This design comes from an exercise in tuning for small area on the open sky130 flow, not from production work.

== the previous run ==
==> module pifo_top, before the edit <==
module pifo_top
(
    input  logic               i_clk,
    input  logic               i_arst_n,
    input  logic               i_push,
    input  logic [ENTRY_W-1:0] i_push_data,
    input  logic               i_pop,
    output logic               o_pop_valid,
    output logic [ENTRY_W-1:0] o_pop_data
);
    localparam int NS = NUM_SLOTS;
    logic [2*HALF_W-1:0] slot_q [NS];    
    logic [NS-1:0]       valid_q;
    logic [NS-1:0]       cand_q;         
    logic [ENTRY_W-1:0]  pend_q;         
    logic                pend_v_q;
    logic                pend_c_q;       
    logic                pcmp_q;         
    logic [PRIO_W-1:0]   min_prio_q;
    logic [OCC_W-1:0]    occ_q;
    logic                phase_q;
    logic                pop_q;          
    logic                empty_q;        
    logic                wait_q;         
    logic                run2_q;         
    logic push_acc;
    logic pop_cmd;
    assign push_acc = i_push && !i_pop && (occ_q != OCC_W'(CAPACITY));
    assign pop_cmd  = i_pop && !i_push;
    always_ff @(posedge i_clk or negedge i_arst_n) begin
        if (!i_arst_n) begin
            occ_q       <= '0;
            pop_q       <= 1'b0;
            o_pop_valid <= 1'b0;
            pcmp_q      <= 1'b0;
            phase_q     <= 1'b0;
            wait_q      <= 1'b0;
            run2_q      <= 1'b0;
        end else begin
            if (push_acc) begin
                occ_q <= occ_q + 1'b1;
            end else if (pop_cmd && occ_q != '0) begin
                occ_q <= occ_q - 1'b1;
            end
            pop_q       <= pop_cmd;
            o_pop_valid <= pop_q;
            pcmp_q      <= push_acc;
            phase_q     <= !phase_q;
            wait_q      <= pop_q && phase_q;
            run2_q      <= search_start;
        end
    end
    always_ff @(posedge i_clk) begin
        empty_q <= (occ_q == '0);
        if (push_acc) begin
            pend_q <= i_push_data;
        end
    end
    logic [NUM_RINGS-1:0] ring_ins;
    logic                 ins_any;
    logic                 new_min;
    logic [2*HALF_W-1:0]  pend_word;
    always_comb begin
        logic taken;
        taken = 1'b0;
        for (int r = 0; r < NUM_RINGS; r++) begin
            ring_ins[r] = pend_v_q && !valid_q[r*RING_LEN + RING_LEN-1] && !taken;
            taken       = taken || !valid_q[r*RING_LEN + RING_LEN-1];
        end
        ins_any = pend_v_q && taken;
    end
    assign new_min = pcmp_q && (pend_q[PRIO_W-1:0] < min_prio_q);
    assign pend_word = INV_MASK ^ (phase_q ?
        {pend_q[11:6], pend_q[15:14], pend_q[5:0], pend_q[13:12]} :
        {pend_q[5:0], pend_q[13:12], pend_q[11:6], pend_q[15:14]});
    always_ff @(posedge i_clk or negedge i_arst_n) begin
        if (!i_arst_n) begin
            pend_v_q <= 1'b0;
        end else begin
            pend_v_q <= push_acc || (pend_v_q && !ins_any);
        end
    end
    always_ff @(posedge i_clk) begin
        if (pcmp_q) begin
            pend_c_q <= new_min;
        end
    end
    logic              search_start;
    logic              searching;
    logic [NS-1:0]     c_stage [WIN_W+1];
    logic [WIN_W-1:0]  z;
    logic [NS-1:0]     s_res;
    logic [NS-1:0]     s_keep;
    assign search_start = !phase_q && (pop_q || wait_q);
    assign searching    = search_start || run2_q;
    logic [NS-1:0] t_st [WIN_W];
    always_comb begin
        for (int s = 0; s < NS; s++) begin
            c_stage[WIN_W][s] = search_start ? (valid_q[s] && !cand_q[s]) : cand_q[s];
        end
    end
    for (genvar j = 0; j < WIN_W; j++) begin : g_stage
        if (j % 2 == 1) begin : g_a
            assign z[j] = searching && !(&t_st[j]);
            for (genvar s = 0; s < NS; s++) begin : g_slot
                pifo_min_select u_bit (
                    .i_cand   (c_stage[j+1][s]),
                    .i_bit_n  (slot_q[s][2*HALF_W-WIN_W+j]),
                    .i_z_n    (!z[j]),
                    .o_t_n    (t_st[j][s]),
                    .o_cand_n (c_stage[j][s])
                );
            end
        end else begin : g_b
            assign z[j] = searching && (|t_st[j]);
            for (genvar s = 0; s < NS; s++) begin : g_slot
                pifo_level_engine u_bit (
                    .i_cand_n (c_stage[j+1][s]),
                    .i_bit    (slot_q[s][2*HALF_W-WIN_W+j]),
                    .i_z      (z[j]),
                    .o_t      (t_st[j][s]),
                    .o_cand   (c_stage[j][s])
                );
            end
        end
    end
    assign s_res = c_stage[0];
    localparam int GRP = 12;
    localparam int NG  = NS / GRP;
    logic [NG-1:0] g_any;
    always_comb begin
        logic seen;
        for (int g = 0; g < NG; g++) begin
            g_any[g] = |s_res[g*GRP +: GRP];
        end
        seen = 1'b0;
        for (int g = 0; g < NG; g++) begin
            logic in_seen;
            in_seen = seen;
            for (int i = 0; i < GRP; i++) begin
                s_keep[g*GRP+i] = !(run2_q && in_seen) && !new_min;
                in_seen         = in_seen || s_res[g*GRP+i];
            end
            seen = seen || g_any[g];
        end
    end
    always_ff @(posedge i_clk or negedge i_arst_n) begin
        if (!i_arst_n) begin
            min_prio_q <= '1;
        end else begin
            if (search_start) begin
                min_prio_q[11:6] <= ~z;
            end else if (run2_q) begin
                min_prio_q[5:0] <= ~z;
            end else if (new_min) begin
                min_prio_q <= pend_q[PRIO_W-1:0];
            end
        end
    end
    always_ff @(posedge i_clk or negedge i_arst_n) begin
        if (!i_arst_n) begin
            valid_q <= '0;
        end else begin
            for (int r = 0; r < NUM_RINGS; r++) begin
                for (int k = 0; k < RING_LEN; k++) begin
                    int s, src;
                    s   = r*RING_LEN + k;
                    src = (k == 0) ? r*RING_LEN + RING_LEN-1 : s - 1;
                    if (k == 0 && ring_ins[r]) begin
                        valid_q[s] <= 1'b1;
                    end else begin
                        valid_q[s] <= valid_q[src] && !(pop_q && cand_q[src]);
                    end
                end
            end
        end
    end
    always_ff @(posedge i_clk) begin
        for (int r = 0; r < NUM_RINGS; r++) begin
            for (int k = 0; k < RING_LEN; k++) begin
                int s, src;
                s   = r*RING_LEN + k;
                src = (k == 0) ? r*RING_LEN + RING_LEN-1 : s - 1;
                if (k == 0 && ring_ins[r]) begin
                    slot_q[s] <= pend_word;
                    cand_q[s] <= pcmp_q ? new_min : pend_c_q;
                end else begin
                    slot_q[s] <= {slot_q[src][HALF_W-1:0], slot_q[src][2*HALF_W-1:HALF_W]};
                    cand_q[s] <= s_res[src] && s_keep[src];
                end
            end
        end
    end
    logic [1:0] tag_up;
    logic [1:0] tag_lo;
    always_comb begin
        tag_up = '0;
        tag_lo = '0;
        for (int s = 0; s < NS; s++) begin
            tag_up = tag_up | ({2{cand_q[s]}} & slot_q[s][HALF_W+1:HALF_W]);
            tag_lo = tag_lo | ({2{cand_q[s]}} & slot_q[s][1:0]);
        end
    end
    always_ff @(posedge i_clk) begin
        if (pop_q) begin
            if (empty_q) begin
                o_pop_data <= EMPTY_ENTRY;
            end else begin
                o_pop_data <= {(phase_q ? {tag_lo, tag_up} : {tag_up, tag_lo}), min_prio_q};
            end
        end
    end
endmodule
clock: 12.0 ns
lec_check: 0
abc_area: 1
cap_margin: 20
core_margin: 2
core_utilization: 40
slew_margin: 20
synth_hierarchical: 1
synth_minimum_keep_size: 0
run.sh (not shown) runs the stock make flow with config.mk's settings and CLKGATE_MAP_FILE= SYNTH_SCRIPT=/design/flow/synth_recipe.tcl, a recipe that flattens the netlist after the stock synthesis.
The previous run completed end to end; final checks failed (negative setup slack).
The inputs of the current run differ from those of the previous run as listed below.
--- a/flow/design.v
+++ b/flow/design.v
@@ -89,7 +89,7 @@
             o_pop_valid <= pop_q;
             pcmp_q      <= push_acc;
             phase_q     <= !phase_q;
-            wait_q      <= pop_q && phase_q;
+            wait_q      <= pop_q && phase_q && !multi;
             run2_q      <= search_start;
         end
     end
@@ -133,8 +133,7 @@
     logic [NS-1:0]     c_stage [WIN_W+1];
     logic [WIN_W-1:0]  z;
     logic [NS-1:0]     s_res;
-    logic [NS-1:0]     s_keep;
-    assign search_start = !phase_q && (pop_q || wait_q);
+    assign search_start = !phase_q && ((pop_q && !multi) || wait_q);
     assign searching    = search_start || run2_q;
     logic [NS-1:0] t_st [WIN_W];
     always_comb begin
@@ -170,23 +169,26 @@
     assign s_res = c_stage[0];
     localparam int GRP = 12;
     localparam int NG  = NS / GRP;
-    logic [NG-1:0] g_any;
+    logic [NS-1:0] seen_before;
+    logic [NS-1:0] first;
+    logic          multi;
+    logic          multi_pop;
     always_comb begin
         logic seen;
-        for (int g = 0; g < NG; g++) begin
-            g_any[g] = |s_res[g*GRP +: GRP];
-        end
         seen = 1'b0;
         for (int g = 0; g < NG; g++) begin
             logic in_seen;
             in_seen = seen;
             for (int i = 0; i < GRP; i++) begin
-                s_keep[g*GRP+i] = !(run2_q && in_seen) && !new_min;
-                in_seen         = in_seen || s_res[g*GRP+i];
-            end
-            seen = seen || g_any[g];
-        end
-    end
+                seen_before[g*GRP+i] = in_seen;
+                in_seen              = in_seen || cand_q[g*GRP+i];
+            end
+            seen = seen || (|cand_q[g*GRP +: GRP]);
+        end
+        first = cand_q & ~seen_before;
+        multi = |(cand_q & seen_before);
+    end
+    assign multi_pop = pop_q && multi;
     always_ff @(posedge i_clk or negedge i_arst_n) begin
         if (!i_arst_n) begin
             min_prio_q <= '1;
@@ -212,7 +214,7 @@
                     if (k == 0 && ring_ins[r]) begin
                         valid_q[s] <= 1'b1;
                     end else begin
-                        valid_q[s] <= valid_q[src] && !(pop_q && cand_q[src]);
+                        valid_q[s] <= valid_q[src] && !(pop_q && first[src]);
                     end
                 end
             end
@@ -229,7 +231,7 @@
                     cand_q[s] <= pcmp_q ? new_min : pend_c_q;
                 end else begin
                     slot_q[s] <= {slot_q[src][HALF_W-1:0], slot_q[src][2*HALF_W-1:HALF_W]};
-                    cand_q[s] <= s_res[src] && s_keep[src];
+                    cand_q[s] <= multi_pop ? (cand_q[src] && seen_before[src]) : (s_res[src] && !new_min);
                 end
             end
         end
@@ -240,8 +242,8 @@
         tag_up = '0;
         tag_lo = '0;
         for (int s = 0; s < NS; s++) begin
-            tag_up = tag_up | ({2{cand_q[s]}} & slot_q[s][HALF_W+1:HALF_W]);
-            tag_lo = tag_lo | ({2{cand_q[s]}} & slot_q[s][1:0]);
+            tag_up = tag_up | ({2{first[s]}} & slot_q[s][HALF_W+1:HALF_W]);
+            tag_lo = tag_lo | ({2{first[s]}} & slot_q[s][1:0]);
         end
     end
     always_ff @(posedge i_clk) begin
The current run completed end to end; final checks failed (negative setup slack).
~same share of the synthesized netlist area taken by xor and xnor gates in the previous run and the current run
Number of cells upsized or downsized after cts is higher on the previous run
Re worst path arrival time: the previous run was lower than the current run.
Summary — final standard cell utilization of the core, the current run relative to the previous run: lower, by 1.8 points.
[the current run] first-pass GRT wire length rose 12% relative to the previous run
Function was not checked in any run of this note: the RTL went through the layout flow alone.

-- static timing again, ports no longer ideal --
In the flow no input, the clock included, has a driving cell. The finished layouts below were timed again as built, in two steps.
Step 1, drivers: a clkbuf_16 drives i_clk and a buf_2 each remaining input, both assumed.
Step 2 adds t to the input delays and takes it off the output delays; t is the mean of the earliest and latest rising clock arrival at the registers after step 1. Input paths then give back, and output paths get back, about the clock's delay inside the block.
a / b / c = ideal / step 1 / step 2; a / b = the first two.
run	t, ns	setup WS [ns]	clock arrival spread, ns	slew at the worst register clock pin (ns)	cell pins on the clock port's net
the previous run	0.855	-1.728 / -1.728 / -1.728	0.044 / 0.045	0.07 / 0.07	1
the current run	0.861	-3.150 / -3.150 / -3.150	0.048 / 0.048	0.07 / 0.07	1
